This is an optimization exercise on Yosys and OpenROAD, whose aim is small area, a short achievable clock period and few clock cycles, not a production implementation.
Function was checked by simulation only, so behaviour that the tests miss may differ from the original.
No activity file was given, so power comes from the tool's default toggle rates.

## mips_top
module mips_top (
   input  wire        clk,
   input  wire        rst,
   output wire        wb_cyc_o,
   output wire        wb_stb_o,
   output wire        wb_we_o,
   output wire [29:0] wb_adr_o,
   output wire [3:0]  wb_sel_o,
   output wire [31:0] wb_dat_o,
   input  wire        wb_ack_i,
   input  wire [31:0] wb_dat_i,
   output wire        halted_o
);
   mips_core u_core (
      .clk      (clk),
      .rst      (rst),
      .cyc_o    (wb_cyc_o),
      .stb_o    (wb_stb_o),
      .we_o     (wb_we_o),
      .adr_o    (wb_adr_o),
      .sel_o    (wb_sel_o),
      .dat_o    (wb_dat_o),
      .ack_i    (wb_ack_i),
      .dat_i    (wb_dat_i),
      .halted_o (halted_o)
   );
endmodule
export LEC_CHECK = 0
export CAP_MARGIN = 20
export CORE_MARGIN = 2
export CORE_UTILIZATION = 30
export CTS_BUF_LIST = sky130_fd_sc_hd__clkbuf_16
export CTS_CLUSTER_DIAMETER = 100
export CTS_CLUSTER_SIZE = 20
export PLACE_DENSITY = 0.4
export SLEW_MARGIN = 20
export TNS_END_PERCENT = 30
create_clock -name core_clock -period 12.0 [get_ports {clk}]
standard.sh (not shown) runs the stock make flow with config.mk's settings and CLKGATE_MAP_FILE= SYNTH_SCRIPT=/design/flow/synth_recipe.tcl, a recipe that flattens the netlist after the stock synthesis.
==> flow/flow/run.sh <==
#!/bin/bash
# Standard layout (standard synthesis unchanged), with repair_timing aiming for
# a setup slack margin so the achieved period shrinks. Full make output goes to
# flow_make.log; each ORFS step also keeps its own log under orfs/logs.
set -euo pipefail
MARGIN=$(cat flow/margin.txt)
bash standard.sh SETUP_SLACK_MARGIN=$MARGIN finish > flow_make.log 2>&1
==> flow/flow/margin.txt <==
8.2
Testbench counts at the start, summed over its fixed seeds: cycles 65,900.
Then changed:
--- a/flow/config.mk
+++ b/flow/config.mk
@@ -10,4 +10,4 @@
 export CORE_UTILIZATION = 30
-export CTS_BUF_LIST = sky130_fd_sc_hd__clkbuf_16
-export CTS_CLUSTER_DIAMETER = 100
+export CTS_BUF_LIST = sky130_fd_sc_hd__clkbuf_8 sky130_fd_sc_hd__clkbuf_16
+export CTS_CLUSTER_DIAMETER = 60
 export CTS_CLUSTER_SIZE = 20
@@ -15,2 +15 @@
 export SLEW_MARGIN = 20
-export TNS_END_PERCENT = 30
- The changed run produced a clean layout
- setup slack gains 0.057 ns
- power went up by about 23%
- clock-buffer cell count climbs by 77
Then changed:
==> flow/flow/margin.txt (replaced) <==
8.0
--- a/flow/config.mk
+++ b/flow/config.mk
@@ -10,4 +10,4 @@
 export CORE_UTILIZATION = 30
-export CTS_BUF_LIST = sky130_fd_sc_hd__clkbuf_8 sky130_fd_sc_hd__clkbuf_16
-export CTS_CLUSTER_DIAMETER = 60
+export CTS_BUF_LIST = sky130_fd_sc_hd__clkbuf_16
+export CTS_CLUSTER_DIAMETER = 100
 export CTS_CLUSTER_SIZE = 20
Result: The changed run completed without violations. Routed wire length shrinks by 0.91%. Area after synthesis does not change. Worst setup slack got worse by 0.23 ns. Register-to-register slack got worse by 0.26 ns.

========
run 1:
Starting RTL as in the previous note.
Settings: LEC_CHECK=0, CAP_MARGIN=20, CORE_MARGIN=2, CORE_UTILIZATION=30, CTS_BUF_LIST=sky130_fd_sc_hd__clkbuf_16, CTS_CLUSTER_DIAMETER=80, CTS_CLUSTER_SIZE=24, PLACE_DENSITY=0.4, SLEW_MARGIN=20; clock period 12.0 ns.
==> flow/flow/margin.txt <==
8.2
Scripts as last shown in full above: flow/flow/run.sh
Testbench counts of run 1, summed over its fixed seeds: cycles 65,900.
Modified inputs, run 2 compared to run 1
# run 1
export LEC_CHECK = 0
export CAP_MARGIN = 20
export CORE_MARGIN = 2
export CORE_UTILIZATION = 30
export CTS_BUF_LIST = sky130_fd_sc_hd__clkbuf_16
export CTS_CLUSTER_DIAMETER = 80
export CTS_CLUSTER_SIZE = 24
export PLACE_DENSITY = 0.4
export SLEW_MARGIN = 20
create_clock -name core_clock -period 12.0 [get_ports {clk}]
# run 2
export LEC_CHECK = 0
export CAP_MARGIN = 20
export CORE_MARGIN = 2
export CORE_UTILIZATION = 30
export CTS_BUF_LIST = sky130_fd_sc_hd__clkbuf_16
export CTS_CLUSTER_DIAMETER = 100
export CTS_CLUSTER_SIZE = 20
export PLACE_DENSITY = 0.4
export SLEW_MARGIN = 20
create_clock -name core_clock -period 12.0 [get_ports {clk}]
--- outcome ---
- Of the two candidates, run 1 has the worse overall via count from detail_route and run 2 the better one.
- The global-route usage number comes out lower for run 2 vs run 1.
- Compared with run 1, overall routed net length in run 2 decreased slightly.
- Changes observed in run 2 relative to run 1: worst hold slack neither gained nor lost much; number of cells on the worst reg-to-reg path neither gained nor lost much; total power lost about 9%; worst path required time picked up an extra 0.08 ns; final critical delay including setup and external delays picked up an extra 0.032 ns.
- | part of the cycle the worst path needs | higher: run 2 |
Input-level comparison between run 3 and run 2:
# run 2
export LEC_CHECK = 0
export CAP_MARGIN = 20
export CORE_MARGIN = 2
export CORE_UTILIZATION = 30
export CTS_BUF_LIST = sky130_fd_sc_hd__clkbuf_16
export CTS_CLUSTER_DIAMETER = 100
export CTS_CLUSTER_SIZE = 20
export PLACE_DENSITY = 0.4
export SLEW_MARGIN = 20
create_clock -name core_clock -period 12.0 [get_ports {clk}]
# run 3
export LEC_CHECK = 0
export CAP_MARGIN = 20
export CORE_MARGIN = 2
export CORE_UTILIZATION = 35
export PLACE_DENSITY = 0.4
export SLEW_MARGIN = 20
create_clock -name core_clock -period 12.0 [get_ports {clk}]
Findings:
Run 3 against run 2: number of vias per cell after detailed routing higher, number of gates given a new drive strength after cts shows an increase of 8.2%, power moved up. Fraction of the mapped netlist area in adder cells came out exactly the same in run 2 and run 3. Combinational power share ends up lower on run 3. Run 3 against run 2: critical path depth picked up an extra 3; detail-routed net length per standard cell picked up an extra 0.91 um; cell area reported after detailed placement lost about 0.8%; sequential group share of total power lost 8.9 points. On post-route clock skew, the lower figure sits with run 3, not run 2.

==> re-timing with driven ports <==
The results above use ideal ports. As a check the final layouts listed here were re-extracted and re-timed, cells and wires unchanged.
Step 1, drivers: a clkbuf_16 drives clk and a buf_2 each remaining input, both assumed.
Step 2 times the ports against the registers' clock, not the clock port: input delays grow and output delays shrink by t, the midpoint of the rising clock arrivals with the driver on.
Three values: ideal, step 1, step 2; two values: the first two.
| run | t, ns | setup slack, ns | hold WS [ns] | worst setup path after step 2 | cell pins on the clock port's net |
|---|---|---|---|---|---|
| the first run of note 1 | 0.858 | 7.957 / 7.950 / 7.092 | 0.367 / 0.367 / 0.367 | input to register | 1 |
| the second run of note 1 | 0.939 | 8.014 / 8.020 / 7.082 | 0.351 / 0.351 / 0.351 | input to register | 1 |
| the third run of note 1 | 0.854 | 7.785 / 7.785 / 7.082 | 0.347 / 0.347 / 0.347 | input to register | 1 |
| run 1 | 0.901 | 8.025 / 8.025 / 7.151 | 0.356 / 0.356 / 0.356 | input to register | 1 |
| run 2 | 0.845 | 7.992 / 7.996 / 7.150 | 0.357 / 0.357 / 0.357 | input to register | 1 |
| run 3 | 0.918 | 7.992 / 7.994 / 7.121 | 0.341 / 0.341 / 0.341 | input to register | 1 |
After both steps every run listed still meets setup and hold. For the second run of note 1, which loses most, drivers alone change the setup slack by +0.006 ns; drivers and shift together by -0.932 ns.
